This design comes from an exercise in tuning for small area on the open sky130 flow, not from production work. RTL that was checked went through simulation tests only; none was proved equivalent to the original. Only the layout flow was run in run 2; the RTL was not checked for function there.

==> design/flow/design.v <==
module la_capture_core #(
  parameter int WIDTH = 8,
  parameter int DEPTH = 256,
  parameter int AW    = $clog2(DEPTH)
) (
  input  logic             gclk,
  input  logic             gresetn,
  input  logic             arm,
  input  logic             abort,
  input  logic [WIDTH-1:0] probe_i,
  input  logic [WIDTH-1:0] trig_mask,
  input  logic [WIDTH-1:0] trig_value,
  input  logic [1:0]       trig_mode,
  input  logic [AW-1:0]    pre_count,
  output logic             busy,
  output logic             triggered,
  output logic             done,
  input  logic             rd_en,
  input  logic [AW-1:0]    rd_addr,
  output logic [WIDTH-1:0] rd_data,
  output logic             rd_valid
);
  typedef enum logic [2:0] {
    S_IDLE,
    S_PRE,
    S_WAIT,
    S_POST,
    S_DONE
  } state_t;
  state_t           state;
  logic [WIDTH-1:0] mem [DEPTH];
  logic [AW-1:0]    wr_ptr;
  logic [AW-1:0]    cnt;
  logic [AW-1:0]    post_left;
  logic [AW-1:0]    trig_ptr;
  logic [AW-1:0]    pre_q;
  logic [WIDTH-1:0] mask_q;
  logic [WIDTH-1:0] value_q;
  logic [1:0]       mode_q;
  logic [WIDTH-1:0] prev_probe;
  logic             prev_match;
  logic             have_prev;    
  logic             writing;
  logic             match;
  logic             change;
  logic             hit;
  logic [AW-1:0]    post_init;
  logic [AW-1:0]    rd_phys;
  always_comb begin
    writing   = (state == S_PRE) || (state == S_WAIT) || (state == S_POST);
    match     = ((probe_i ^ value_q) & mask_q) == '0;
    change    = ((probe_i ^ prev_probe) & mask_q) != '0;
    post_init = AW'(DEPTH - 1) - pre_q;
    rd_phys   = trig_ptr - pre_q + rd_addr;
    hit       = 1'b0;
    case (mode_q)
      2'b00:   hit = match;
      2'b01:   hit = have_prev && match && !prev_match;
      2'b10:   hit = have_prev && !match && prev_match;
      default: hit = have_prev && change;
    endcase
  end
  always_ff @(posedge gclk) begin
    if (writing) mem[wr_ptr] <= probe_i;
  end
  always_ff @(posedge gclk or negedge gresetn) begin
    if (!gresetn) begin
      state      <= S_IDLE;
      wr_ptr     <= '0;
      cnt        <= '0;
      post_left  <= '0;
      trig_ptr   <= '0;
      pre_q      <= '0;
      mask_q     <= '0;
      value_q    <= '0;
      mode_q     <= '0;
      prev_probe <= '0;
      prev_match <= 1'b0;
      have_prev  <= 1'b0;
      busy       <= 1'b0;
      triggered  <= 1'b0;
      done       <= 1'b0;
      rd_data    <= '0;
      rd_valid   <= 1'b0;
    end else begin
      rd_valid <= 1'b0;
      if (state == S_DONE && rd_en) begin
        rd_data  <= mem[rd_phys];
        rd_valid <= 1'b1;
      end
      if (writing) begin
        wr_ptr     <= wr_ptr + AW'(1);
        prev_probe <= probe_i;
        prev_match <= match;
        have_prev  <= 1'b1;
      end
      if (abort) begin
        state     <= S_IDLE;
        busy      <= 1'b0;
        triggered <= 1'b0;
        done      <= 1'b0;
      end else begin
        case (state)
          S_IDLE, S_DONE: begin
            if (arm) begin
              mask_q    <= trig_mask;
              value_q   <= trig_value;
              mode_q    <= trig_mode;
              pre_q     <= pre_count;
              wr_ptr    <= '0;
              cnt       <= '0;
              have_prev <= 1'b0;
              triggered <= 1'b0;
              done      <= 1'b0;
              busy      <= 1'b1;
              state     <= (pre_count != '0) ? S_PRE : S_WAIT;
            end
          end
          S_PRE: begin
            cnt <= cnt + AW'(1);
            if (cnt + AW'(1) == pre_q) state <= S_WAIT;
          end
          S_WAIT: begin
            if (hit) begin
              trig_ptr  <= wr_ptr;
              triggered <= 1'b1;
              post_left <= post_init;
              if (post_init == '0) begin
                state <= S_DONE;
                done  <= 1'b1;
                busy  <= 1'b0;
              end else begin
                state <= S_POST;
              end
            end
          end
          S_POST: begin
            post_left <= post_left - AW'(1);
            if (post_left == AW'(1)) begin
              state <= S_DONE;
              done  <= 1'b1;
              busy  <= 1'b0;
            end
          end
          default: state <= S_IDLE;
        endcase
      end
    end
  end
endmodule
==> design/flow/run.sh <==
#!/bin/bash
# synth_recipe.tcl (not shown) runs the flow's synth.tcl, then flattens the netlist and writes it again
# the make line also repeats each setting of config.mk as NAME=value (left out here)
make -C /OpenROAD-flow-scripts/flow DESIGN_CONFIG=/design/flow/config.mk WORK_HOME=/design/flow/orfs CLKGATE_MAP_FILE= SYNTH_SCRIPT=/design/flow/synth_recipe.tcl finish
==> design/flow/config.mk <==
export PLATFORM = sky130hd
export DESIGN_NAME = la_capture_core
export DESIGN_NICKNAME = la_capture_core
export VERILOG_FILES = /design/flow/design.v
export SDC_FILE = /design/flow/constraint.sdc
export NUM_CORES = 4
export LEC_CHECK = 0
export CAP_MARGIN = 20
export CORE_MARGIN = 2
export CORE_UTILIZATION = 40
export SLEW_MARGIN = 20
==> design/flow/constraint.sdc <==
create_clock -name core_clock -period 8.0 [get_ports {gclk}]
set_input_delay 1.6000 -clock core_clock [delete_from_list [all_inputs] [get_ports {gclk}]]
set_output_delay 1.6000 -clock core_clock [all_outputs]
set_load 0.01 [all_outputs]
==> flow_metrics.py, run 1 <==
metrics = {
    "timing": {
        "finalHoldViolations": 0,
        "fin_hold_ws_ps": 501,
        "period_share_pct": 80.3,
        "tightest_slew_ps": 1220,
        "slew_headroom_pct": 16.2,
        "setup_viol": 0,
        "max_freq_ghz": 0.156,
        "fin_setup_tns_ps": 0,
        "clock_skew_ps": 27.8,
        "slew_viol_final": 0,
        "finalCriticalPeriod_ps": 6430,
        "rsz0062_at_grt": "false",
    },
    "floorplan": {
        "num_io_pins": 59,
        "die_h_um": 463,
        "die_x_um": 463,
        "fp.coreArea_um2": 210000,
        "die-area_um2": 214000,
        "start_util_pct": 40.2,
        "std_cell_rows": 168,
    },
    "final_layout": {
        "regMostFlops": "mem",
        "drive_above_1_share_pct": 22.6,
        "num_antenna_cells": 0,
        "nFillCells": 17702,
        "area_growth_pct": 12.7,
        "largest_register_ff_count": 2048,
        "nets": 4395,
    },
    "global_route": {
        "grt.total_usage_pct": 19.4,
        "grt_max_degree": 202,
        "grt_pass1_vias": 42025,
        "grt_pass1_wl_um": 304000,
        "grt_remaining_overflow": 0,
        "antenna_found_initial": 8,
    },
    "critical_path": {
        "crit_path_top_delay_cell": "a2111oi_0",
        "path_max_fanout": 38,
        "critPathMaxStageDelay_ps": 1080,
        "crit_path_end_kind": "register",
        "worstPathRequired_ps": 8660,
        "worstSetupPathType": "input port to register",
        "crit_chain": "clkdlybuf4s50_1 -> inv_1 -> fa_1 -> inv_1 -> ha_1 -> a21oi_1 -> nand3_1 -> nand2_4 -> buf_4 -> mux2i_1 -> a221o_1 -> o21ai_0 -> a2111oi_0 -> o211ai_1",
        "crit_path_frequent_cell": "inv_1",
        "critPathLaunchType": "input port",
        "critPathBufInv": 4,
        "cp_top_family": "compound AO/OA/AOI/OAI gates",
        "cp.arrival_ps": 7090,
    },
    "placement": {
        "portBuffers": 58,
        "dp_hpwl_um": 126000,
        "gp_congestion": 0.837,
    },
    "cts": {
        "postCtsSetupRepairBufs": 0,
        "htreeDepth": 4,
        "hold_buffers": 0,
        "cts_buffer_depth": 3,
        "cts_root_buf": "clkbuf_16",
        "cts_resized": 0,
        "path_clk_slew_ps": 70,
        "clk_latency_ps": 840,
        "cts_buffers": 210,
        "cts.sink_count": 2131,
        "cts_tree": "yes",
    },
    "synth": {
        "synth_top_area_share_pct": 73.0,
        "synth.cell_area_um2": 84300,
        "synth_cell_types": 72,
        "seq_area_frac_synth_pct": 75.4,
        "syn_inst": 4189,
        "synth_edf_count": 2048,
        "synth_ff_type": "edfxtp_1",
        "synth_top_cell_by_area": "edfxtp_1",
        "syn_nets": 4258,
        "postSynthAreaPerCell_um2": 20.1,
        "async_flop_share_pct": 3.89,
        "synthTopCellsByArea": "edfxtp_1 (73%), mux4_2 (15%), dfrtp_1 (2.5%)",
        "ys_warn_count": 1,
        "synth.ff_latch_count": 2131,
    },
    "routing": {
        "ant_nets": 0,
        "drtPass1Iterations": 6,
        "vias": 41705,
        "drt_wl_total_um": 210000,
        "viasPerCell": 5.71,
        "drtIter0Drc": 5065,
        "wl_per_cell_um": 28.8,
        "post-route-drc-count": 0,
    },
    "job": {
        "maxCapViolCount": 0,
    },
    "min_path": {
        "hp-class": "register to register",
    },
    "status": {
        "status": "finished clean",
    },
}
==> tightest hold or removal path, delay by kind of cell (launching register included) <==
kind,cells,cell delay (ps)
DFF,1,360
and+or+nand+nor,2,110
==> final timing paths <==
path | cells past startpoint | start | slack [ps] | endpoint
worst max-delay path | 14 | rd_addr[2] | 1570 | rd_data[7]
worst min-delay path | 2 | prev_probe[6] | 500 | prev_probe[6]
worst max register to register | 12 | pre_q[2] | 2540 | rd_data[7]
worst min register to register | 2 | prev_probe[6] | 500 | prev_probe[6]
max in group asynchronous | 2 | gresetn | 6140 | rd_data[5]
min in group asynchronous | 1 | gresetn | 630 | done
==> logic make-up after synthesis <==
kind of cell / synth area share (%)
AO/OA/AOI/OAI: 2.10
XOR/XNOR: 0.486
adder cells (fa/ha/maj): 0.389
buffers and inverters: 1.54
flip-flops: 75.4
multiplexers: 16.1
AND/OR/NAND/NOR: 3.97
==> cell usage in the layout, fill, tap and decap left out, types with 53 or more instances in the layout <==
master     Yosys  layout
nand2_1      292     275
mux2i_1       84      84
edfxtp_1    2048    2048
mux4_2       544     544
dfrtp_1       83      83
nand3_1      102     102
clkbuf_1     118      53
clkbuf_16      0     214
buf_4         35      87
nor2_1       297     295
==> per-layer routing <==
| layer | share of wire (%) | wire length (um) | track usage, % |
|---|---|---|---|
| met5 | 0.0062 | 13 | 0 |
| met1 | 42 | 88100 | 27.9 |
| met2 | 47 | 99800 | 30.5 |
| met4 | 2.5 | 5320 | 5.19 |
| met3 | 8.1 | 17100 | 3.56 |
==> metrics by stage <==
step | instance area (um2) | util, % | instances | worst slack [ps]
CTS | 95000 | 45.3 | 7300 | 1710
floorplan | 84300 | - | 4189 | 3090
global route | 95000 | 45.3 | 7300 | 1450
finish | 95000 | 45.3 | 7300 | 1570
detailed placement | 88500 | 42.2 | 6919 | 819
global placement | 88500 | 42.2 | 6919 | 762
==> area by class of cell <==
type	count	area (um2)	share of cell area, %
Clock buffer	267	5550	5.85
Clock inverter	114	897	0.945
Inverter	44	165	0.174
Multi-Input combinational cell	1773	19600	20.6
Sequential cell	2131	63600	66.9
Tap cell	2805	3510	3.70
Timing Repair Buffer	166	1700	1.79
==> synth_stat cells, drive strengths merged, types with 17 or more instances <==
cell / number
nand3: 102
edfxtp: 2048
buf: 123
o21ai: 54
nand4: 18
mux2: 40
o22ai: 18
dfrtp: 83
inv: 44
nand2: 292
nor2b: 21
xnor2: 17
a21oi: 33
clkbuf: 118
xor2: 28
mux2i: 84
nor2: 297
a31oi: 18
mux4: 544
==> inputs of run 2 (changes only) <==
==> design/flow/design.v (replaced) <==
module la_capture_core #(
  parameter int WIDTH = 8,
  parameter int DEPTH = 256,
  parameter int AW    = $clog2(DEPTH)
) (
  input  logic             gclk,
  input  logic             gresetn,
  input  logic             arm,
  input  logic             abort,
  input  logic [WIDTH-1:0] probe_i,
  input  logic [WIDTH-1:0] trig_mask,
  input  logic [WIDTH-1:0] trig_value,
  input  logic [1:0]       trig_mode,
  input  logic [AW-1:0]    pre_count,
  output logic             busy,
  output logic             triggered,
  output logic             done,
  input  logic             rd_en,
  input  logic [AW-1:0]    rd_addr,
  output logic [WIDTH-1:0] rd_data,
  output logic             rd_valid
);
  logic                        in_pre;
  logic [DEPTH-1:0][WIDTH-1:0] sr;
  logic [AW-1:0]    cnt;
  logic [AW-1:0]    pre_q;
  logic [WIDTH-1:0] mask_q;
  logic [WIDTH-1:0] value_q;
  logic [1:0]       mode_q;
  logic             prev_match;
  logic             have_prev;    
  logic             wait_st;
  logic             start;
  logic             match;
  logic             change;
  logic             hit;
  logic             adv;
  logic             last;
  logic [AW-1:0]    cnt_inc;
  logic [AW-1:0]    rd_phys;
  logic [DEPTH-1:0] rd_sel;
  logic [WIDTH-1:0] rd_mux;
  always_comb begin
    wait_st = busy && !in_pre && !triggered;
    start   = arm && !busy;
    match   = ((probe_i ^ value_q) & mask_q) == '0;
    change  = ((probe_i ^ sr[0]) & mask_q) != '0;
    cnt_inc = cnt + AW'(1);
    rd_phys = cnt + ~rd_addr;
    hit     = 1'b0;
    case (mode_q)
      2'b00:   hit = match;
      2'b01:   hit = have_prev && match && !prev_match;
      2'b10:   hit = have_prev && !match && prev_match;
      default: hit = have_prev && change;
    endcase
    adv  = (wait_st && hit) || (busy && triggered);
    last = adv && (cnt == AW'(DEPTH - 1));
  end
  localparam int NL = (DEPTH + 2) / 3;
  la_capture_dec #(.AW(AW), .N(DEPTH)) u_dec (.a(rd_phys), .sel(rd_sel));
  for (genvar b = 0; b < WIDTH; b++) begin : g_rd
    logic [NL-1:0] leaf_n;
    for (genvar l = 0; l < NL; l++) begin : g_leaf
      localparam int K = (DEPTH - 3 * l) < 3 ? (DEPTH - 3 * l) : 3;
      logic [K-1:0] s, d;
      for (genvar k = 0; k < K; k++) begin : g_k
        assign s[k] = rd_sel[3 * l + k];
        assign d[k] = sr[3 * l + k][b];
      end
      la_capture_aoi #(.N(K)) u_aoi (.sel(s), .d(d), .y_n(leaf_n[l]));
    end
    assign rd_mux[b] = ~&leaf_n;
  end
  always_ff @(posedge gclk) begin
    sr <= {sr[DEPTH-2:0], done ? sr[DEPTH-1] : probe_i};
  end
  always_ff @(posedge gclk) begin
    prev_match <= match;
    have_prev  <= busy;
    if (start) begin
      mask_q  <= trig_mask;
      value_q <= trig_value;
      mode_q  <= trig_mode;
      pre_q   <= pre_count;
      cnt     <= '0;
    end else if (!wait_st || hit) begin
      cnt <= cnt_inc;
    end
  end
  always_ff @(posedge gclk or negedge gresetn) begin
    if (!gresetn) begin
      in_pre    <= 1'b0;
      busy      <= 1'b0;
      triggered <= 1'b0;
      done      <= 1'b0;
      rd_data   <= '0;
      rd_valid  <= 1'b0;
    end else begin
      rd_valid <= done && rd_en;
      if (done && rd_en) rd_data <= rd_mux;
      if (abort) begin
        in_pre    <= 1'b0;
        busy      <= 1'b0;
        triggered <= 1'b0;
        done      <= 1'b0;
      end else if (start) begin
        in_pre    <= pre_count != '0;
        busy      <= 1'b1;
        triggered <= 1'b0;
        done      <= 1'b0;
      end else begin
        if (in_pre && cnt_inc == pre_q) in_pre <= 1'b0;
        if (wait_st && hit) triggered <= 1'b1;
        if (last) begin
          busy <= 1'b0;
          done <= 1'b1;
        end
      end
    end
  end
endmodule
module la_capture_dec #(
  parameter int AW = 8,
  parameter int N  = 256
) (
  input  logic [AW-1:0] a,
  output logic [N-1:0]  sel
);
  always_comb
    for (int i = 0; i < N; i++) sel[i] = a == AW'(i);
endmodule
module la_capture_aoi #(
  parameter int N = 3
) (
  input  logic [N-1:0] sel,
  input  logic [N-1:0] d,
  output logic         y_n
);
  assign y_n = ~|(sel & d);
endmodule
--- a/design/flow/config.mk
+++ b/design/flow/config.mk
@@ -9,3 +9,5 @@
 export CORE_MARGIN = 2
-export CORE_UTILIZATION = 40
+export CORE_UTILIZATION = 70
 export SLEW_MARGIN = 20
+export SYNTH_HIERARCHICAL = 1
+export SYNTH_MINIMUM_KEEP_SIZE = 0
==> run 2 against run 1 <==
Still clean. Wire length decreased by 25%. Synthesized cell count decreased by 15%.
==> flow_metrics.py, run 2 <==
metrics = {
    "routing": {
        "ant_nets": 0,
        "viasPerCell": 7.17,
        "wl_per_cell_um": 32.0,
        "post-route-drc-count": 0,
        "drt_wl_total_um": 157000,
        "drtIter0Drc": 8616,
        "drtPass1Iterations": 17,
        "vias": 35306,
    },
    "cts": {
        "cts_buffer_depth": 3,
        "path_clk_slew_ps": 70,
        "cts_root_buf": "clkbuf_16",
        "postCtsSetupRepairBufs": 0,
        "cts_resized": 0,
        "clk_latency_ps": 780,
        "htreeDepth": 4,
        "hold_buffers": 0,
        "cts_buffers": 181,
        "cts_tree": "yes",
        "cts.sink_count": 2097,
    },
    "final_layout": {
        "nets": 3846,
        "seqCellArea_um2": 42300,
        "regMostFlops": "sr",
        "final_common_cell": "dfxtp_1",
        "drive_above_1_share_pct": 10.4,
        "final_cell_mix": "dfxtp_1 (2058), a222oi_1 (681), nor2_1 (270)",
        "area_growth_pct": 16.1,
        "multi_input_area_um2": 10800,
        "nFillCells": 3972,
        "finish.instance_area_um2": 62100,
        "largest_register_ff_count": 2048,
    },
    "critical_path": {
        "critPathLaunchType": "input port",
        "worstPathRequired_ps": 8670,
        "crit_path_top_delay_cell": "a222oi_1",
        "cp.arrival_ps": 8010,
        "critPathBufInv": 4,
        "critPathMaxStageDelay_ps": 1030,
        "crit_chain": "clkdlybuf4s50_1 -> inv_1 -> ha_1 -> a21o_1 -> a21oi_1 -> o21bai_1 -> a21oi_1 -> o21ai_0 -> xnor2_1 -> nand4bb_1 -> nor2_1 -> a222oi_1 -> buf_4 -> nand4_1 -> nor4_1 -> buf_4 -> nand4_1 -> nor4_1 -> nor2_1",
        "path_max_fanout": 13,
        "cp_top_family": "simple AND/OR/NAND/NOR gates",
        "crit_path_end_kind": "register",
        "worstSetupPathType": "input port to register",
    },
    "synth": {
        "syn_inst": 3540,
        "seq_area_frac_synth_pct": 79.1,
        "synth_cell_types": 59,
        "synth_common_cells": "dfxtp_1 (2058), a222oi_1 (681), nor2_1 (270)",
        "postSynthAreaPerCell_um2": 15.1,
        "syn_nets": 3596,
        "synth_edf_count": 26,
        "synth.ff_latch_count": 2097,
        "ys_warn_count": 8,
        "synth_top_area_share_pct": 77.1,
        "synth.cell_area_um2": 53500,
        "synthTopCellsByArea": "dfxtp_1 (77%), a222oi_1 (13%), nand4_1 (2.1%)",
        "synth_top_cell_by_area": "dfxtp_1",
        "synth_ff_type": "dfxtp_1",
        "yosysMostFrequentCell": "dfxtp_1",
        "async_flop_share_pct": 0.620,
    },
    "min_path": {
        "hp-class": "register to register",
    },
    "timing": {
        "finalCriticalPeriod_ps": 7340,
        "finalHoldViolations": 0,
        "worst_slack_ps": 657,
        "slew_viol_final": 0,
        "rsz0062_at_grt": "false",
        "clock_skew_ps": 42.9,
        "max_freq_ghz": 0.136,
        "fin_setup_tns_ps": 0,
        "slew_headroom_pct": 14.4,
        "setup_viol": 0,
        "period_share_pct": 91.8,
        "tightest_slew_ps": 1280,
        "fin_hold_ws_ps": 322,
    },
    "floorplan": {
        "fp.coreArea_um2": 75800,
        "start_util_pct": 70.5,
        "num_io_pins": 59,
        "std_cell_rows": 101,
        "die_x_um": 280,
        "die-area_um2": 78600,
        "die_h_um": 280,
    },
    "global_route": {
        "grt_max_degree": 37,
        "antenna_found_initial": 5,
        "grt_pass1_wl_um": 230000,
        "grt.total_usage_pct": 39.6,
        "grt_remaining_overflow": 0,
        "grt_pass1_vias": 34429,
    },
    "status": {
        "status": "finished clean",
    },
    "job": {
        "maxCapViolCount": 0,
    },
    "placement": {
        "dp_hpwl_um": 105000,
        "gp_congestion": 1.04,
        "preCtsSetupSlack_ps": 210,
        "portBuffers": 58,
        "dpl_cell_area_um2": 55500,
    },
}
==> run 2: cells by family after synthesis <==
kind of cell / count (synthesis) / synth area share [%]
buf+inv: 78 / 0.758
simple gates: 589 / 5.80
flops: 2097 / 79.1
mux: 11 / 0.248
compound gates: 721 / 13.3
fa+ha+maj: 9 / 0.225
xor+xnor: 35 / 0.573
==> run 2: stage by stage <==
stage	cells	utilization [%]
after floorplan	3540	-
after global placement	4584	73.2
after detailed placement	4585	73.2
after CTS	4923	81.9
after global routing	4923	81.9
final	4926	81.9
==> run 2: worst paths after layout <==
check                            from    endpoint  slack (ps)  depth (start not counted)
max                        rd_addr[1]  rd_data[2]         660                         19
min                           sr[293]     sr[301]         320                          0
max reg2reg                    cnt[1]  rd_data[2]        1620                         17
min reg2reg                   sr[293]     sr[301]         320                          0
max in group asynchronous     gresetn  rd_data[5]        6060                          1
min in group asynchronous     gresetn  rd_data[2]        1350                          1
==> run 2: per-layer routing <==
| metal | GRT usage, % | vias to the layer above | share of wire [%] |
|---|---|---|---|
| met5 | 0 | - | 0.030 |
| li1 | - | 14773 | - |
| met1 | 54.3 | 17397 | 39 |
| met2 | 60.0 | 2627 | 44 |
| met3 | 9.00 | 501 | 12 |
| met4 | 18.9 | 8 | 5.1 |
==> run 2: cell type report <==
| class | count | share of cell area (%) |
|---|---|---|
| sequential | 2097 | 68.1 |
| multi-input combinational | 1365 | 17.4 |
| clock buffer | 270 | 8.78 |
| tap | 978 | 1.97 |
| timing repair buffer | 133 | 1.89 |
| clock inverter | 68 | 1.79 |
| inverter | 12 | 0.0725 |
| antenna | 3 | 0.0121 |
==> inputs of run 3 (changes only) <==
--- a/design/flow/design.v
+++ b/design/flow/design.v
@@ -60,3 +60,8 @@
   localparam int NL = (DEPTH + 2) / 3;
-  la_capture_dec #(.AW(AW), .N(DEPTH)) u_dec (.a(rd_phys), .sel(rd_sel));
+  logic [15:0] lo_n, hi_n;
+  la_capture_pdec #(.AW(4), .N(16)) u_lo (.a(rd_phys[3:0]), .y_n(lo_n));
+  la_capture_pdec #(.AW(4), .N(16)) u_hi (.a(rd_phys[7:4]), .y_n(hi_n));
+  for (genvar i = 0; i < DEPTH; i++) begin : g_dec
+    la_capture_nor2 u_nor (.a_n(lo_n[i % 16]), .b_n(hi_n[i / 16]), .y(rd_sel[i]));
+  end
   for (genvar b = 0; b < WIDTH; b++) begin : g_rd
@@ -122,11 +127,18 @@
 endmodule
-module la_capture_dec #(
-  parameter int AW = 8,
-  parameter int N  = 256
+module la_capture_pdec #(
+  parameter int AW = 4,
+  parameter int N  = 16
 ) (
   input  logic [AW-1:0] a,
-  output logic [N-1:0]  sel
+  output logic [N-1:0]  y_n
 );
   always_comb
-    for (int i = 0; i < N; i++) sel[i] = a == AW'(i);
+    for (int i = 0; i < N; i++) y_n[i] = a != AW'(i);
+endmodule
+module la_capture_nor2 (
+  input  logic a_n,
+  input  logic b_n,
+  output logic y
+);
+  assign y = ~(a_n | b_n);
 endmodule
--- a/design/flow/config.mk
+++ b/design/flow/config.mk
@@ -10,2 +10,5 @@
 export CORE_UTILIZATION = 70
+export CTS_BUF_LIST = sky130_fd_sc_hd__clkbuf_16
+export CTS_CLUSTER_DIAMETER = 60
+export CTS_CLUSTER_SIZE = 25
 export SLEW_MARGIN = 20
==> run 3 against run 2 <==
Largest cell class unchanged. First-iteration DRC count fell by 15%. Synthesized cell count is 1.3% lower. Maximum frequency increased by 2.6%. Critical path type unchanged. Die area is 0.53% lower. Cell count fell by 3.7%. Sequential share of layout area grew 4.0 points. Worst hold slack better by 15 ps.
==> flow_metrics.py, run 3 <==
metrics = {
    "status": {
        "status": "finished clean",
    },
    "critical_path": {
        "critPathLaunchType": "input port",
        "worstSetupPathType": "input port to register",
        "path_max_fanout": 16,
        "worstPathRequired_ps": 8590,
        "cp.arrival_ps": 7750,
        "crit_path_end_kind": "register",
    },
    "floorplan": {
        "fp.coreArea_um2": 75600,
        "die_h_um": 280,
        "std_cell_rows": 101,
        "num_io_pins": 59,
        "die_x_um": 280,
        "die-area_um2": 78200,
        "start_util_pct": 70.4,
    },
    "routing": {
        "post-route-drc-count": 0,
        "wl_per_cell_um": 30.6,
        "drtIter0Drc": 7343,
        "ant_nets": 0,
        "vias": 33787,
        "viasPerCell": 7.12,
        "drtPass1Iterations": 10,
        "drt_wl_total_um": 145000,
    },
    "final_layout": {
        "drive_above_1_share_pct": 6.53,
        "regMostFlops": "sr",
        "seqCellArea_um2": 42300,
        "final_cell_mix": "dfxtp_1 (2058), a222oi_1 (680), nor2_1 (282)",
        "multi_input_area_um2": 10800,
        "final_common_cell": "dfxtp_1",
        "nets": 3773,
        "largest_register_ff_count": 2048,
        "nFillCells": 4485,
        "area_growth_pct": 10.4,
    },
    "synth": {
        "synth_ff_type": "dfxtp_1",
        "synth.ff_latch_count": 2097,
        "synth.cell_area_um2": 53200,
        "synth_edf_count": 26,
        "yosysMostFrequentCell": "dfxtp_1",
        "syn_nets": 3549,
        "async_flop_share_pct": 0.620,
        "postSynthAreaPerCell_um2": 15.2,
        "ys_warn_count": 8,
        "synth_cell_types": 51,
        "synth_top_area_share_pct": 77.5,
        "synthTopCellsByArea": "dfxtp_1 (77%), a222oi_1 (13%), nand4_1 (2.1%)",
        "synth_common_cells": "dfxtp_1 (2058), a222oi_1 (680), nor2_1 (282)",
        "synth_top_cell_by_area": "dfxtp_1",
        "seq_area_frac_synth_pct": 79.6,
        "syn_inst": 3493,
    },
    "cts": {
        "htreeDepth": 3,
        "cts_root_buf": "clkbuf_16",
        "cts_resized": 0,
        "postCtsSetupRepairBufs": 0,
        "hold_buffers": 0,
        "cts_buffers": 102,
        "path_clk_slew_ps": 90,
        "cts_buffer_depth": 3,
        "cts.sink_count": 2097,
        "cts_tree": "yes",
        "clk_latency_ps": 700,
    },
    "global_route": {
        "grt_pass1_vias": 32849,
        "grt.total_usage_pct": 36.3,
        "grt_pass1_wl_um": 212000,
        "grt_max_degree": 30,
        "grt_remaining_overflow": 0,
        "antenna_found_initial": 3,
    },
    "placement": {
        "gp_congestion": 1.01,
        "portBuffers": 58,
        "dp_hpwl_um": 103000,
    },
    "timing": {
        "finalHoldViolations": 0,
        "slew_headroom_pct": 7.43,
        "period_share_pct": 89.5,
        "max_freq_ghz": 0.140,
        "fin_hold_ws_ps": 337,
        "finalCriticalPeriod_ps": 7160,
        "tightest_slew_ps": 1380,
        "rsz0062_at_grt": "false",
        "fin_setup_tns_ps": 0,
        "clock_skew_ps": 21.7,
        "slew_viol_final": 0,
        "setup_viol": 0,
    },
    "job": {
        "maxCapViolCount": 0,
    },
    "min_path": {
        "hp-class": "register to register",
    },
}
-- run 3: cell types whose count changed after synthesis, sizes merged, moves of 3 or more --
cell    previous run  this run
buf               35         6
clkbuf            31         8
inv               12        17
o211ai             4         1
o31ai              1         6
o41ai              0         3
or3                4         0
or4               11        16
xnor2             11        14
xor2              24        21
-- run 3: cells by family after synthesis --
logic type	after synthesis	synth area share (%)
buffers and inverters	31	0.273
and+or+nand+nor	588	5.79
muxes	12	0.256
AOI/OAI and AO/OA	721	13.3
adders and majority gates	9	0.226
xor gates and xnor gates	35	0.576
DFF	2097	79.6
-- run 3: layer usage --
layer / GRT usage, % / vias to the layer above / share of wire [%]
met5: 0 / - / 0.0089
met4: 14.4 / 2 / 4.5
met3: 6.87 / 320 / 11
met2: 55.5 / 2232 / 44
met1: 51.7 / 16710 / 40
li1: - / 14523 / -
-- run 3: critical path: stages --
cell	delay, ps
clkdlybuf4s50_1	450
inv_1	40
ha_1	220
fa_1	410
a21o_1	190
a21oi_1	280
o21bai_1	100
a21oi_1	240
xnor2_2	260
buf_4	260
nand4b_1	570
nor2_1	370
a222oi_1	430
nand4_1	300
nor4_1	1210
nand4_1	420
nor4_1	300
nor2_1	60
-- run 3: cell type report --
type / instances / area share, %
Tap cell: 978 / 2.08
Multi-Input combinational cell: 1365 / 18.4
Sequential cell: 2097 / 72.1
Clock buffer: 105 / 4.48
Timing Repair Buffer: 134 / 1.97
Inverter: 17 / 0.109
Antenna cell: 2 / 0.00853
Clock inverter: 47 / 0.897
-- run 3: stage by stage --
stage / instance area (um2) / setup WS [ps] / util, % / cells
after global placement: 55500 / 71.2 / 73.4 / 4591
after floorplan: 53200 / 2780 / - / 3493
after detailed placement: 55500 / 531 / 73.5 / 4591
after global routing: 58700 / 755 / 77.7 / 4743
final: 58700 / 842 / 77.7 / 4745
after CTS: 58700 / 1250 / 77.6 / 4743
-- run 3: modules after synthesis (local to each module, per instance), excerpt --
module / cells / copies in the design / cell area (um2) / flops+latches
la_capture_nor2: 1 / 256 / 3.75 / 0
la_capture_core: 2509 / 1 / 45000 / 2097
-- run 3: final timing paths --
| kind | from | end | slack (ps) | cells past startpoint |
|---|---|---|---|---|
| worst max-delay path | rd_addr[0] | rd_data[1] | 840 | 18 |
| worst min-delay path | sr[1496] | sr[1504] | 340 | 0 |
| worst max register to register | cnt[0] | rd_data[1] | 1830 | 16 |
| worst min register to register | sr[1496] | sr[1504] | 340 | 0 |
| max in group asynchronous | gresetn | in_pre | 6670 | 1 |
| min in group asynchronous | gresetn | rd_data[1] | 910 | 1 |
==> inputs of run 4 (changes only) <==
==> design/flow/flow/run.sh (new file) <==
#!/bin/bash
# Standard ORFS layout (the standard.sh), with two changes:
#  - port buffers use the smallest buffer, sky130_fd_sc_hd__buf_1;
#  - clock tree: clkbuf_8 sink clusters of at most 18 flops, no dummy loads.
set -euo pipefail
export BUFFER_PORTS_ARGS="-buffer_cell sky130_fd_sc_hd__buf_1"
export CTS_ARGS="-sink_clustering_enable -repair_clock_nets -dont_use_dummy_load -buf_list sky130_fd_sc_hd__clkbuf_8 -sink_clustering_size 18 -sink_clustering_max_diameter 40"
bash standard.sh > standard.log 2>&1
==> design/flow/standard.sh (new file) <==
#!/bin/bash
# synth_recipe.tcl (not shown) runs the flow's synth.tcl, then flattens the netlist and writes it again
# the make line also repeats each setting of config.mk as NAME=value (left out here)
make -C /OpenROAD-flow-scripts/flow DESIGN_CONFIG=/design/flow/config.mk WORK_HOME=/design/flow/orfs CLKGATE_MAP_FILE= SYNTH_SCRIPT=/design/flow/synth_recipe.tcl "${@:-finish}"
--- a/design/flow/config.mk
+++ b/design/flow/config.mk
@@ -9,6 +9,3 @@
 export CORE_MARGIN = 2
-export CORE_UTILIZATION = 70
-export CTS_BUF_LIST = sky130_fd_sc_hd__clkbuf_16
-export CTS_CLUSTER_DIAMETER = 60
-export CTS_CLUSTER_SIZE = 25
+export CORE_UTILIZATION = 82
 export SLEW_MARGIN = 20
removed: design/flow/run.sh
==> run 4 against run 3 <==
Still clean. Worst hold slack got worse by 39 ps. Synthesized cell count unchanged. Via count up 9.8%. Wire length rose by 18%. Sequential share of layout area is 2.3 points higher. Core utilization rose by 11 points. Global-route usage is 14 points higher. Count of clock-buffer cells in the layout increased by 47. Critical endpoint is now rd_data[3]. Highest routed layer unchanged.
==> flow_metrics.py, run 4 <==
metrics = {
    "synth": {
        "seq_area_frac_synth_pct": 79.6,
        "synthTopCellsByArea": "dfxtp_1 (77%), a222oi_1 (13%), nand4_1 (2.1%)",
        "async_flop_share_pct": 0.620,
        "synth_ff_type": "dfxtp_1",
        "syn_inst": 3493,
        "synth_cell_types": 51,
        "ys_warn_count": 8,
        "yosysMostFrequentCell": "dfxtp_1",
        "synth.ff_latch_count": 2097,
        "syn_nets": 3549,
        "synth_top_area_share_pct": 77.5,
        "synth.cell_area_um2": 53200,
        "synth_edf_count": 26,
        "postSynthAreaPerCell_um2": 15.2,
        "synth_common_cells": "dfxtp_1 (2058), a222oi_1 (680), nor2_1 (282)",
        "synth_top_cell_by_area": "dfxtp_1",
    },
    "final_layout": {
        "final_cells": 4587,
        "area_growth_pct": 6.92,
        "drive_above_1_share_pct": 5.90,
        "nFillCells": 2432,
        "post-route-util_pct": 88.5,
        "regMostFlops": "sr",
        "nets": 3786,
        "final_common_cell": "dfxtp_1",
        "final_cell_mix": "dfxtp_1 (2058), a222oi_1 (680), nor2_1 (282)",
        "largest_register_ff_count": 2048,
    },
    "cts": {
        "cts_resized": 0,
        "clk_latency_ps": 860,
        "cts_tree": "yes",
        "cts_buffer_depth": 3,
        "cts.sink_count": 2097,
        "htreeDepth": 4,
        "cts_root_buf": "clkbuf_8",
        "cts_buffers": 152,
        "postCtsSetupRepairBufs": 0,
        "hold_buffers": 0,
        "path_clk_slew_ps": 120,
    },
    "global_route": {
        "grt_remaining_overflow": 0,
        "grt.total_usage_pct": 50.1,
        "grt_pass1_vias": 36070,
        "grt_pass1_wl_um": 244000,
        "antenna_found_initial": 12,
        "grt_max_degree": 25,
    },
    "critical_path": {
        "worstPathRequired_ps": 8670,
        "crit_path_end_kind": "register",
        "cp.arrival_ps": 8080,
        "critPathMaxStageDelay_ps": 1010,
        "crit_path_frequent_cell": "nand4_1",
        "timing.rr.start": "cnt[0]",
        "crit_path_top_delay_cell": "nor4_1",
        "path_max_fanout": 16,
        "crit_chain": "buf_1 -> inv_1 -> ha_1 -> fa_1 -> a21o_1 -> a21oi_1 -> o21bai_1 -> a21oi_1 -> xnor2_2 -> buf_4 -> nand4_1 -> nor2_1 -> a222oi_1 -> nand4_1 -> nor4_1 -> nand4_1 -> nor4_1 -> nor2_1",
        "critPathLaunchType": "input port",
        "startpoint": "rd_addr[0]",
        "worstSetupPathType": "input port to register",
    },
    "routing": {
        "wl_per_cell_um": 37.3,
        "drtIter0Drc": 9568,
        "wl_met1_um": 56700,
        "vias": 37094,
        "ant_nets": 0,
        "highest_layer": "met5",
        "drt_wl_total_um": 171000,
        "drtPass1Iterations": 14,
        "dr_wl_met3_um": 26100,
        "post-route-drc-count": 0,
        "wl_met2_um": 72900,
        "viasPerCell": 8.09,
    },
    "timing": {
        "slew_headroom_pct": 11.2,
        "tightest_slew_ps": 1320,
        "fin_setup_tns_ps": 0,
        "slew_viol_final": 0,
        "max_freq_ghz": 0.135,
        "period_share_pct": 92.6,
        "clock_skew_ps": 81.4,
        "setup_viol": 0,
        "finalCriticalPeriod_ps": 7410,
        "finalHoldViolations": 0,
        "fin_hold_ws_ps": 298,
        "rsz0062_at_grt": "false",
    },
    "placement": {
        "dp_hpwl_um": 112000,
        "gp_congestion": 1.06,
        "portBuffers": 58,
        "dp_cells": 4431,
    },
    "floorplan": {
        "std_cell_rows": 93,
        "start_util_pct": 82.8,
        "fp.coreArea_um2": 64200,
        "die_h_um": 259,
        "die_x_um": 259,
        "die-area_um2": 66900,
        "num_io_pins": 59,
    },
    "job": {
        "maxCapViolCount": 0,
    },
    "min_path": {
        "hp-class": "register to register",
        "worstHoldStart": "sr[1396]",
    },
    "status": {
        "status": "finished clean",
    },
}
[run 4: metrics by stage]
stage | instance area, um2 | setup slack (ps)
detailed placement | 54700 | 687
global route | 56900 | 777
finish | 56900 | 594
floorplan | 53200 | 2780
CTS | 56800 | 1240
global placement | 54700 | 107
[run 4: per-layer routing]
metal / up-vias / track usage (%)
li1: 14486 / -
met1: 17672 / 62.8
met2: 3806 / 73.6
met3: 1110 / 17.4
met4: 20 / 34.5
met5: - / 0
[run 4: logic make-up after synthesis]
| logic type | after synthesis | synth area share [%] |
|---|---|---|
| adder cells (fa/ha/maj) | 9 | 0.226 |
| multiplexers | 12 | 0.256 |
| flip-flops | 2097 | 79.6 |
| AO/OA/AOI/OAI | 721 | 13.3 |
| XOR/XNOR | 35 | 0.576 |
| AND/OR/NAND/NOR | 588 | 5.79 |
| buffers and inverters | 31 | 0.273 |
[run 4: area by class of cell]
| class | instances | area (um2) | area share [%] |
|---|---|---|---|
| timing repair buffer | 97 | 527 | 0.926 |
| inverter | 17 | 63.8 | 0.112 |
| multi-input combinational | 1365 | 10800 | 19.0 |
| sequential | 2097 | 42300 | 74.4 |
| clock buffer | 152 | 2090 | 3.68 |
| tap | 855 | 1070 | 1.88 |
| antenna | 4 | 10.0 | 0.0176 |
[run 4: worst paths after layout]
check                           cells after the start          to  slack, ps
worst max-delay path                               18  rd_data[3]        590
worst min-delay path                                0    sr[1404]        300
worst max register to register                     16  rd_data[3]       1080
worst min register to register                      0    sr[1404]        300
max in group asynchronous                           2  rd_data[4]       6850
min in group asynchronous                           2  rd_data[6]        790
[run 4: modules after synthesis (local to each module, per instance), excerpt]
module,cell area [um2],flip-flops and latches
la_capture_nor2,3.75,0
la_capture_core,45000,2097
[run 4: critical path: cells and delay by family]
family                     cells  cell delay, ps
AOI/OAI and AO/OA              5            1820
xor gates and xnor gates       1             390
adders and majority gates      2             670
buffers and inverters          3             440
and+or+nand+nor                7            3110
==> inputs of run 5 (changes only) <==
--- a/design/flow/config.mk
+++ b/design/flow/config.mk
@@ -9,3 +9,3 @@
 export CORE_MARGIN = 2
-export CORE_UTILIZATION = 82
+export CORE_UTILIZATION = 88
 export SLEW_MARGIN = 20
==> run 5 against run 4 <==
The run now fails in global routing (5_1_grt). Area after synthesis unchanged. Synthesized cell count did not move.
==> flow_metrics.py, run 5 <==
metrics = {
    "synth": {
        "synth_edf_count": 26,
        "synth.ff_latch_count": 2097,
        "yosysMostFrequentCell": "dfxtp_1",
        "synth_top_area_share_pct": 77.5,
        "syn_nets": 3549,
        "syn_inst": 3493,
        "synth_cell_types": 51,
        "synth_top_cell_by_area": "dfxtp_1",
        "synthTopCellsByArea": "dfxtp_1 (77%), a222oi_1 (13%), nand4_1 (2.1%)",
        "synth_ff_type": "dfxtp_1",
        "synth.cell_area_um2": 53200,
        "ys_warn_count": 8,
        "postSynthAreaPerCell_um2": 15.2,
        "seq_area_frac_synth_pct": 79.6,
        "synth_common_cells": "dfxtp_1 (2058), a222oi_1 (680), nor2_1 (282)",
        "async_flop_share_pct": 0.620,
    },
    "cts": {
        "cts_buffer_depth": 3,
        "postCtsSetupRepairBufs": 0,
        "cts_buffers": 147,
        "cts_root_buf": "clkbuf_8",
        "htreeDepth": 4,
        "hold_buffers": 0,
        "cts_resized": 0,
        "cts.sink_count": 2097,
    },
    "placement": {
        "dp_hpwl_um": 114000,
        "portBuffers": 58,
        "gp_congestion": 1.05,
    },
    "global_route": {
        "grt.total_usage_pct": 80.8,
        "grt_max_degree": 37,
        "antenna_found_initial": 41,
        "grt_remaining_overflow": 39,
    },
    "floorplan": {
        "std_cell_rows": 90,
        "die_x_um": 250,
        "num_io_pins": 59,
        "start_util_pct": 88.6,
        "die_h_um": 250,
    },
    "timing": {
        "postGrtWorstEndpoint": "rd_data[2]$_DFFE_PN0P_/D",
        "endpoint_type": "register data pin",
    },
    "status": {
        "status": "aborted with a tool error",
        "flow.first_error": "[ERROR GRT-0232] Routing congestion too high. Check the congestion heatmap in the GUI.",
        "haltStage": "global routing (5_1_grt)",
    },
}
[run 5: cell families after synthesis]
| kind of cell | Yosys count | synth area share (%) |
|---|---|---|
| buffers and inverters | 31 | 0.273 |
| muxes | 12 | 0.256 |
| and+or+nand+nor | 588 | 5.79 |
| DFF | 2097 | 79.6 |
| adders and majority gates | 9 | 0.226 |
| xor gates and xnor gates | 35 | 0.576 |
| AOI/OAI and AO/OA | 721 | 13.3 |
[run 5: metrics by stage]
stage	cell area [um2]	setup slack, ps	cells
CTS	56600	795	4501
detailed placement	54600	347	4354
global placement	54600	681	4353
floorplan	53200	2780	3493
[run 5: per-module statistics from Yosys (local to each module, per instance), a selection]
module | flip-flops and latches | times used | area, um2
la_capture_nor2 | 0 | 256 | 3.75
la_capture_core | 2097 | 1 | 45000
[run 5: worst min path at each step]
stage                    end  slack, ps  cells after the start
CTS                 sr[1086]        300                      0
detailed placement  sr[1309]        330                      0
global placement    sr[1587]        330                      0
floorplan           sr[1016]        330                      0
[run 5: layer usage]
layer / global-route usage [%] / overflow
met3: 68.0 / 1
met2: 94.5 / 24
met5: 43.6 / 0
met4: 83.4 / 13
met1: 79.5 / 1
==> inputs of run 6 (changes only) <==
--- a/design/flow/config.mk
+++ b/design/flow/config.mk
@@ -9,3 +9,3 @@
 export CORE_MARGIN = 2
-export CORE_UTILIZATION = 88
+export CORE_UTILIZATION = 75
 export SLEW_MARGIN = 20
==> run 6 against run 5 <==
Now clean on timing, DRC and antenna. Synthesized cell count did not move. Area after synthesis unchanged.
==> flow_metrics.py, run 6 <==
metrics = {
    "placement": {
        "preCtsSetupSlack_ps": 477,
        "gp_congestion": 0.970,
        "dp_hpwl_um": 107000,
        "dpl_cell_area_um2": 54800,
        "portBuffers": 58,
    },
    "timing": {
        "tightest_slew_ps": 1280,
        "fin_setup_tns_ps": 0,
        "slew_headroom_pct": 14.5,
        "finalCriticalPeriod_ps": 6790,
        "period_share_pct": 84.9,
        "finalHoldViolations": 0,
        "setup_viol": 0,
        "clock_skew_ps": 65.3,
        "rsz0062_at_grt": "false",
        "max_freq_ghz": 0.147,
        "worst_slack_ps": 1210,
        "slew_viol_final": 0,
    },
    "synth": {
        "yosysMostFrequentCell": "dfxtp_1",
        "async_flop_share_pct": 0.620,
        "syn_nets": 3549,
        "synth_edf_count": 26,
        "syn_inst": 3493,
        "synth.ff_latch_count": 2097,
        "synth_top_cell_by_area": "dfxtp_1",
        "postSynthAreaPerCell_um2": 15.2,
        "synthTopCellsByArea": "dfxtp_1 (77%), a222oi_1 (13%), nand4_1 (2.1%)",
        "synth_cell_types": 51,
        "synth.cell_area_um2": 53200,
        "synth_common_cells": "dfxtp_1 (2058), a222oi_1 (680), nor2_1 (282)",
        "synth_top_area_share_pct": 77.5,
        "synth_ff_type": "dfxtp_1",
        "ys_warn_count": 8,
        "seq_area_frac_synth_pct": 79.6,
    },
    "floorplan": {
        "die_x_um": 270,
        "std_cell_rows": 97,
        "die-area_um2": 73100,
        "start_util_pct": 75.8,
        "fp.coreArea_um2": 70100,
        "die_h_um": 270,
        "num_io_pins": 59,
    },
    "cts": {
        "path_clk_slew_ps": 110,
        "cts.sink_count": 2097,
        "htreeDepth": 4,
        "clk_latency_ps": 830,
        "cts_tree": "yes",
        "cts_buffer_depth": 3,
        "hold_buffers": 0,
        "postCtsSetupRepairBufs": 0,
        "cts_resized": 0,
        "cts_buffers": 155,
        "cts_root_buf": "clkbuf_8",
    },
    "critical_path": {
        "startpoint": "rd_addr[1]",
        "worstSetupPathType": "input port to register",
        "critical_path.endpoint": "rd_data[5]",
        "r2r-end": "rd_data[5]",
        "crit_path_end_kind": "register",
        "r2r_cells": 16,
        "crit_chain": "buf_1 -> inv_1 -> ha_1 -> a21o_1 -> a21oi_1 -> nor2b_1 -> o21a_1 -> o41ai_1 -> xnor2_1 -> buf_4 -> nand4bb_1 -> nor2_1 -> a222oi_1 -> nand4_1 -> nor4_1 -> nand4_1 -> nor4_1 -> nor2_1",
        "path_max_fanout": 16,
        "rrSetupSlack_ps": 1670,
        "timing.rr.start": "cnt[1]",
        "cp.arrival_ps": 7460,
        "critPathMaxStageDelay_ps": 1050,
        "crit_path_top_delay_cell": "nor4_1",
        "critPathLaunchType": "input port",
        "worstPathRequired_ps": 8660,
    },
    "routing": {
        "vias": 35030,
        "viasPerCell": 7.50,
        "post-route-drc-count": 0,
        "drt_wl_total_um": 153000,
        "wl_per_cell_um": 32.8,
        "drtPass1Iterations": 13,
        "drtIter0Drc": 7958,
        "ant_nets": 0,
    },
    "global_route": {
        "grt.total_usage_pct": 41.1,
        "grt_pass1_wl_um": 224000,
        "antenna_found_initial": 12,
        "grt_pass1_vias": 34370,
        "grt_max_degree": 30,
        "grt_remaining_overflow": 0,
    },
    "min_path": {
        "hp-class": "register to register",
    },
    "final_layout": {
        "area_growth_pct": 7.06,
        "nets": 3786,
        "regMostFlops": "sr",
        "drive_above_1_share_pct": 5.74,
        "final_cell_mix": "dfxtp_1 (2058), a222oi_1 (680), nor2_1 (282)",
        "largest_register_ff_count": 2048,
        "final_common_cell": "dfxtp_1",
        "finish.instance_area_um2": 56900,
    },
    "status": {
        "status": "finished clean",
    },
    "job": {
        "maxCapViolCount": 0,
    },
}
==> run 6: area by class of cell <==
type	count	area (um2)
inverter	17	63.8
tap	940	1180
sequential	2097	42300
fill	3720	13200
multi-input combinational	1365	10800
timing repair buffer	94	494
clock buffer	155	2130
antenna	3	7.51
==> run 6: cell families (layout without fill, tap and decap cells) <==
group | after synthesis | after routing | synth area share (%)
compound gates | 721 | 721 | 13.3
xor+xnor | 35 | 35 | 0.576
fa+ha+maj | 9 | 9 | 0.226
buf+inv | 31 | 266 | 0.273
flops | 2097 | 2097 | 79.6
mux | 12 | 12 | 0.256
other cells | 0 | 3 | 0
simple gates | 588 | 588 | 5.79
==> run 6: worst min path at each step <==
stage / startpoint / end / slack, ps / cells past startpoint
floorplan: sr[1008] / sr[1016] / 330 / 0
detailed placement: sr[1128] / sr[1136] / 330 / 0
CTS: sr[1671] / sr[1679] / 300 / 0
global placement: sr[936] / sr[944] / 330 / 0
finish: sr[445] / sr[453] / 300 / 0
global route: sr[63] / sr[71] / 290 / 0
==> run 6: metal layers <==
metal | GRT usage (%) | part of all wire (%)
met5 | 0 | 0.069
met4 | 20.0 | 5.9
met3 | 10.9 | 13
met2 | 63.3 | 44
met1 | 54.6 | 37
==> run 6: through the flow <==
step,hold slack [ps],util [%],std cells
floorplan,330,-,3493
global placement,331,78.0,4508
detailed placement,335,78.1,4512
CTS,300,81.1,4667
global route,290,81.2,4669
finish,295,81.2,4671
==> run 6: critical path: cells and delay by family <==
family | cells | cell delay, ps
AND/OR/NAND/NOR | 8 | 3230
XOR/XNOR | 1 | 170
adder cells (fa/ha/maj) | 1 | 290
AO/OA/AOI/OAI | 5 | 1640
buffers and inverters | 3 | 520
==> run 6: per-module statistics from Yosys, one instance, submodules excluded, excerpt <==
module | times used | area, um2 | cells inside | flip-flops and latches
la_capture_nor2 | 256 | 3.75 | 1 | 0
la_capture_core | 1 | 45000 | 2509 | 2097
==> inputs of run 7 (changes only) <==
==> design/flow/flow/run.sh (replaced) <==
#!/bin/bash
# Standard ORFS layout (the standard.sh), with two changes:
#  - port buffers use the smallest buffer, sky130_fd_sc_hd__buf_1;
#  - clock tree: clkbuf_8 sink clusters of at most 19 flops, no dummy loads.
set -euo pipefail
export BUFFER_PORTS_ARGS="-buffer_cell sky130_fd_sc_hd__buf_1"
export CTS_ARGS="-sink_clustering_enable -repair_clock_nets -dont_use_dummy_load -buf_list sky130_fd_sc_hd__clkbuf_8 -sink_clustering_size 19 -sink_clustering_max_diameter 50"
bash standard.sh > standard.log 2>&1
==> run 7 against run 6 <==
Setup slack got worse by 130 ps. Critical endpoint is now rd_data[1]. Sequential share of layout area rose by 0.28 points. Largest cell class unchanged. Count of clock-buffer cells in the layout fell by 17. Global-route usage shrank 0.093 points. Clock skew increased by 15 ps. Register-to-register slack worse by 170 ps. Cell count down 0.34%. Worst hold slack better by 13 ps.
==> flow_metrics.py, run 7 <==
metrics = {
    "synth": {
        "synth.ff_latch_count": 2097,
        "syn_nets": 3549,
        "synth_common_cells": "dfxtp_1 (2058), a222oi_1 (680), nor2_1 (282)",
        "syn_inst": 3493,
        "yosysMostFrequentCell": "dfxtp_1",
        "postSynthAreaPerCell_um2": 15.2,
        "synth_ff_type": "dfxtp_1",
        "async_flop_share_pct": 0.620,
        "synth_top_area_share_pct": 77.5,
        "synth_cell_types": 51,
        "synthTopCellsByArea": "dfxtp_1 (77%), a222oi_1 (13%), nand4_1 (2.1%)",
        "synth_top_cell_by_area": "dfxtp_1",
        "synth.cell_area_um2": 53200,
        "seq_area_frac_synth_pct": 79.6,
        "ys_warn_count": 8,
        "synth_edf_count": 26,
    },
    "floorplan": {
        "die-area_um2": 73100,
        "die_x_um": 270,
        "fp.coreArea_um2": 70100,
        "num_io_pins": 59,
        "die_h_um": 270,
        "start_util_pct": 75.8,
        "std_cell_rows": 97,
    },
    "min_path": {
        "hp-class": "register to register",
        "worstHoldStart": "sr[1385]",
    },
    "final_layout": {
        "finish.instance_area_um2": 56700,
        "final_cell_mix": "dfxtp_1 (2058), a222oi_1 (680), nor2_1 (282)",
        "area_growth_pct": 6.66,
        "final_common_cell": "dfxtp_1",
        "nets": 3769,
        "largest_register_ff_count": 2048,
        "drive_above_1_share_pct": 5.36,
        "regMostFlops": "sr",
    },
    "timing": {
        "fin_hold_ws_ps": 309,
        "max_freq_ghz": 0.144,
        "slew_headroom_pct": 24.0,
        "finalHoldViolations": 0,
        "slew_viol_final": 0,
        "rsz0062_at_grt": "false",
        "clock_skew_ps": 80.0,
        "period_share_pct": 86.5,
        "tightest_slew_ps": 1130,
        "fin_setup_tns_ps": 0,
        "finalCriticalPeriod_ps": 6920,
        "setup_viol": 0,
    },
    "critical_path": {
        "critPathLaunchType": "input port",
        "rrSetupSlack_ps": 1500,
        "crit_path_end_kind": "register",
        "timing.rr.start": "cnt[1]",
        "worstSetupPathType": "input port to register",
        "worstPathRequired_ps": 8690,
        "cp.arrival_ps": 7610,
        "startpoint": "rd_addr[1]",
        "path_max_fanout": 16,
    },
    "cts": {
        "cts_root_buf": "clkbuf_8",
        "cts_tree": "yes",
        "postCtsSetupRepairBufs": 0,
        "htreeDepth": 4,
        "hold_buffers": 0,
        "clk_latency_ps": 820,
        "cts.sink_count": 2097,
        "cts_resized": 0,
        "cts_buffers": 138,
        "path_clk_slew_ps": 100,
        "cts_buffer_depth": 3,
    },
    "global_route": {
        "grt_pass1_vias": 34102,
        "grt.total_usage_pct": 41.0,
        "antenna_found_initial": 12,
        "grt_remaining_overflow": 0,
        "grt_max_degree": 30,
        "grt_pass1_wl_um": 223000,
    },
    "placement": {
        "dp_hpwl_um": 107000,
        "gp_congestion": 0.970,
        "portBuffers": 58,
        "dpl_cell_area_um2": 54800,
    },
    "routing": {
        "drt_wl_total_um": 153000,
        "drtIter0Drc": 8312,
        "viasPerCell": 7.49,
        "ant_nets": 0,
        "vias": 34881,
        "post-route-drc-count": 0,
        "wl_per_cell_um": 32.8,
        "drtPass1Iterations": 22,
    },
    "job": {
        "maxCapViolCount": 0,
    },
    "status": {
        "status": "finished clean",
    },
}
-- run 7: layout make-up --
cell class                      count  area, um2
Inverter                           17       63.8
Timing Repair Buffer               94        500
Antenna cell                        4       10.0
Multi-Input combinational cell   1365      10800
Tap cell                          940       1180
Clock buffer                      138       1900
Fill cell                        3762      13400
Sequential cell                  2097      42300
-- run 7: kinds of logic (layout without fill, tap and decap cells) --
logic type	count (synthesis)	in the layout	share of synthesized area (%)
AO/OA/AOI/OAI	721	721	13.3
XOR/XNOR	35	35	0.576
adder cells (fa/ha/maj)	9	9	0.226
buffers and inverters	31	249	0.273
flip-flops	2097	2097	79.6
multiplexers	12	12	0.256
other	0	4	0
AND/OR/NAND/NOR	588	588	5.79
-- run 7: final timing paths --
path | endpoint | cells after the start
setup / recovery | rd_data[1] | 18
setup reg to reg | rd_data[1] | 16
min in group asynchronous | rd_data[3] | 2
hold / removal | sr[1393] | 0
max in group asynchronous | rd_data[0] | 2
hold reg to reg | sr[1393] | 0
-- run 7: modules after synthesis (local to each module, per instance), a selection --
module           cell area, um2  flip-flops and latches  times used  cells inside
la_capture_core           45000                    2097           1          2509
la_capture_nor2            3.75                       0         256             1
-- run 7: routing by layer --
layer / GRT usage (%) / share of wire (%) / up-vias
li1: - / - / 14434
met1: 54.7 / 38 / 17154
met2: 63.6 / 45 / 2761
met3: 10.7 / 12 / 516
met4: 18.7 / 5.2 / 16
met5: 0 / 0.073 / -
-- run 7: worst max-delay path, cell delays in order --
cell	delay, ps
buf_1	70
inv_1	70
ha_1	290
a21o_1	170
a21oi_1	240
nor2b_1	80
o21a_1	180
o41ai_1	370
xnor2_1	170
buf_4	370
nand4bb_1	670
nor2_1	340
a222oi_1	730
nand4_1	410
nor4_1	980
nand4_1	410
nor4_1	330
nor2_1	70
-- run 7: metrics by stage --
step                      utilization [%]  std cells  setup slack [ps]
after floorplan                         -       3493              2780
after global placement               78.0       4508               164
after detailed placement             78.1       4512               477
after CTS                            80.8       4650              1300
after global routing                 80.9       4652              1120
final                                80.9       4655              1080
==> inputs of run 8 (changes only) <==
--- a/design/flow/design.v
+++ b/design/flow/design.v
@@ -22,3 +22,2 @@
 );
-  logic                        in_pre;
   logic [DEPTH-1:0][WIDTH-1:0] sr;
@@ -31,2 +30,3 @@
   logic             have_prev;    
+  logic             pre_done;
   logic             wait_st;
@@ -43,3 +43,5 @@
   always_comb begin
-    wait_st = busy && !in_pre && !triggered;
+    done     = triggered && !busy;
+    pre_done = cnt == pre_q;
+    wait_st  = busy && !triggered && pre_done;
     start   = arm && !busy;
@@ -97,6 +99,4 @@
     if (!gresetn) begin
-      in_pre    <= 1'b0;
       busy      <= 1'b0;
       triggered <= 1'b0;
-      done      <= 1'b0;
       rd_data   <= '0;
@@ -107,18 +107,10 @@
       if (abort) begin
-        in_pre    <= 1'b0;
         busy      <= 1'b0;
         triggered <= 1'b0;
-        done      <= 1'b0;
       end else if (start) begin
-        in_pre    <= pre_count != '0;
         busy      <= 1'b1;
         triggered <= 1'b0;
-        done      <= 1'b0;
       end else begin
-        if (in_pre && cnt_inc == pre_q) in_pre <= 1'b0;
         if (wait_st && hit) triggered <= 1'b1;
-        if (last) begin
-          busy <= 1'b0;
-          done <= 1'b1;
-        end
+        if (last) busy <= 1'b0;
       end
==> run 8 against run 7 <==
Still clean. Synthesized cell count is 0.89% lower. Sequential share of layout area is essentially flat. Critical path depth rose by 1. Clock skew is 4.5 ps lower. Maximum frequency grew 2.2%. Setup slack improved by 150 ps. Critical path type unchanged.
==> flow_metrics.py, run 8 <==
metrics = {
    "routing": {
        "drt_wl_total_um": 153000,
        "ant_nets": 0,
        "drtPass1Iterations": 13,
        "vias": 34578,
        "wl_per_cell_um": 32.8,
        "drtIter0Drc": 8506,
        "post-route-drc-count": 0,
        "viasPerCell": 7.43,
    },
    "final_layout": {
        "final_cells": 4655,
        "largest_register_ff_count": 2048,
        "area_growth_pct": 7.03,
        "nFillCells": 3790,
        "final_common_cell": "dfxtp_1",
        "multi_input_area_um2": 10600,
        "seqCellArea_um2": 42300,
        "finish.instance_area_um2": 56600,
        "drive_above_1_share_pct": 5.83,
        "final_cell_mix": "dfxtp_1 (2058), a222oi_1 (681), nor2_1 (263)",
        "regMostFlops": "sr",
        "post-route-util_pct": 81.0,
        "nets": 3766,
    },
    "critical_path": {
        "rrSetupSlack_ps": 1660,
        "path_max_fanout": 16,
        "timing.rr.start": "cnt[0]",
        "r2r-end": "rd_data[3]",
        "r2r_cells": 17,
        "worstSetupPathType": "input port to register",
        "worstPathRequired_ps": 8650,
        "critPathLaunchType": "input port",
        "crit_path_end_kind": "register",
        "cp.arrival_ps": 7420,
    },
    "global_route": {
        "grt_remaining_overflow": 0,
        "grt_pass1_wl_um": 222000,
        "antenna_found_initial": 10,
        "grt.total_usage_pct": 41.4,
        "grt_pass1_vias": 33408,
        "grt_max_degree": 36,
    },
    "timing": {
        "rsz0062_at_grt": "false",
        "fin_hold_ws_ps": 305,
        "finalHoldViolations": 0,
        "tightest_slew_ps": 1220,
        "period_share_pct": 84.6,
        "slew_headroom_pct": 18.1,
        "max_freq_ghz": 0.148,
        "fin_setup_tns_ps": 0,
        "finalCriticalPeriod_ps": 6770,
        "setup_viol": 0,
        "slew_viol_final": 0,
        "clock_skew_ps": 75.5,
    },
    "floorplan": {
        "fp.coreArea_um2": 69900,
        "num_io_pins": 59,
        "start_util_pct": 75.7,
        "die_h_um": 270,
        "std_cell_rows": 97,
        "die-area_um2": 72700,
        "die_x_um": 270,
    },
    "synth": {
        "synth_common_cells": "dfxtp_1 (2058), a222oi_1 (681), nor2_1 (263)",
        "synth.ff_latch_count": 2095,
        "synthTopCellsByArea": "dfxtp_1 (78%), a222oi_1 (13%), nand4_1 (2.1%)",
        "postSynthAreaPerCell_um2": 15.3,
        "syn_nets": 3518,
        "async_flop_share_pct": 0.525,
        "seq_area_frac_synth_pct": 79.9,
        "yosysMostFrequentCell": "dfxtp_1",
        "synth_cell_types": 43,
        "synth_edf_count": 26,
        "synth.cell_area_um2": 52900,
        "synth_top_area_share_pct": 77.9,
        "ys_warn_count": 8,
        "synth_top_cell_by_area": "dfxtp_1",
        "syn_inst": 3462,
        "synth_ff_type": "dfxtp_1",
    },
    "cts": {
        "hold_buffers": 0,
        "htreeDepth": 4,
        "clk_latency_ps": 860,
        "cts.sink_count": 2095,
        "cts_resized": 0,
        "postCtsSetupRepairBufs": 0,
        "path_clk_slew_ps": 90,
        "cts_root_buf": "clkbuf_8",
        "cts_tree": "yes",
        "cts_buffer_depth": 3,
        "cts_buffers": 138,
    },
    "min_path": {
        "hold_end": "sr[1680]",
        "hold_depth": 0,
        "hp-class": "register to register",
        "worstHoldStart": "sr[1672]",
    },
    "placement": {
        "dp_cells": 4510,
        "gp_congestion": 1.03,
        "dpl_cell_area_um2": 54700,
        "portBuffers": 58,
        "dp_hpwl_um": 110000,
    },
    "job": {
        "maxCapViolCount": 0,
    },
    "status": {
        "status": "finished clean",
    },
}
==> run 8: cell types whose count changed in the layout (fill, tap and decap cells not counted), sizes merged, moves of 6 or more <==
cell,previous run,this run
nor2,283,263
buf,94,119
o21ai,2,14
nand3,13,6
o31ai,6,0
or4,16,10
nand2,15,30
==> run 8: critical path, cell delays in order <==
cell	delay [ps]
buf_1	70
inv_1	60
ha_1	230
fa_1	420
a21oi_1	180
nor2_1	50
nor2_1	150
o21bai_1	90
a21oi_1	200
xnor2_1	500
buf_4	290
nand4bb_1	620
nor2_1	340
a222oi_1	500
nand4_1	370
nor4_1	1070
nand4_1	190
nor4_1	330
o21ai_0	130
==> run 8: how the worst max path moves through the flow <==
stage / start / endpoint / slack (ps)
6_report: rd_addr[0] / rd_data[3] / 1230
5_1_grt: rd_addr[0] / rd_data[3] / 970
4_1_cts: rd_addr[0] / rd_data[3] / 1530
3_5_place_dp: rd_addr[0] / rd_data[3] / 660
3_3_place_gp: rd_addr[0] / rd_data[3] / 730
2_1_floorplan: rd_addr[0] / rd_data[6] / 2790
==> run 8: final cells by class <==
type | instances | share of cell area (%)
antenna | 7 | 0.0309
multi-input combinational | 1344 | 18.6
timing repair buffer | 119 | 1.22
tap | 940 | 2.08
clock buffer | 138 | 3.35
inverter | 12 | 0.0795
sequential | 2095 | 74.6
==> run 8: cell families after synthesis <==
group | after synthesis | synth area share (%)
XOR/XNOR | 32 | 0.530
flip-flops | 2095 | 79.9
adder cells (fa/ha/maj) | 9 | 0.227
AND/OR/NAND/NOR | 572 | 5.65
multiplexers | 9 | 0.189
AO/OA/AOI/OAI | 722 | 13.3
buffers and inverters | 23 | 0.206
==> run 8: layer usage <==
layer	track usage [%]	share of wire [%]	vias up	wire, um
li1	-	-	14390	-
met1	58.8	39	17048	59000
met2	61.5	44	2687	67100
met3	9.88	13	441	19600
met4	17.5	4.6	12	7040
met5	0	0.050	-	77
==> run 8: through the flow <==
step	setup slack (ps)
2_1_floorplan	2790
3_3_place_gp	734
3_5_place_dp	665
4_1_cts	1530
5_1_grt	971
6_report	1230
==> run 8: modules after synthesis (local to each module, per instance), excerpt <==
module	cell area (um2)	copies in the design	flops+latches	cells
la_capture_core	44700	1	2095	2478
la_capture_nor2	3.75	256	0	1

[what the ideal ports hide]
In the flow no input, the clock included, has a driving cell. The finished layouts below were timed again as built, in two steps.
Step 1 assumes that a clkbuf_16 drives the clock port and a buf_2 every other input.
Step 2, shift: input delay + t, output delay - t, t = (earliest + latest rising clock arrival at the registers) / 2. This alone moves slack from input paths to output paths.
a / b / c = ideal ports / drivers / drivers and shift; a / b = the first two.
run | t (ns) | setup WS [ns] | worst hold slack (ns)
run 1 | 0.916 | 1.573 / 1.620 / 0.704 | 0.501 / 0.501 / 0.501
run 2 | 0.834 | 0.657 / 0.699 / -0.135 | 0.322 / 0.322 / 0.322
run 3 | 0.748 | 0.842 / 0.881 / 0.133 | 0.337 / 0.337 / 0.337
run 4 | 0.882 | 0.594 / 0.635 / -0.247 | 0.298 / 0.298 / 0.298
run 6 | 0.865 | 1.206 / 1.227 / 0.362 | 0.295 / 0.295 / 0.295
run 7 | 0.849 | 1.078 / 1.114 / 0.265 | 0.309 / 0.309 / 0.309
run 8 | 0.881 | 1.230 / 1.271 / 0.390 | 0.305 / 0.305 / 0.305
Met with ideal ports but missed after step 2: setup timing in run 2 and run 4. The setup slack of run 1, which loses most, moves by +0.047 ns with the drivers and by -0.869 ns with both steps.
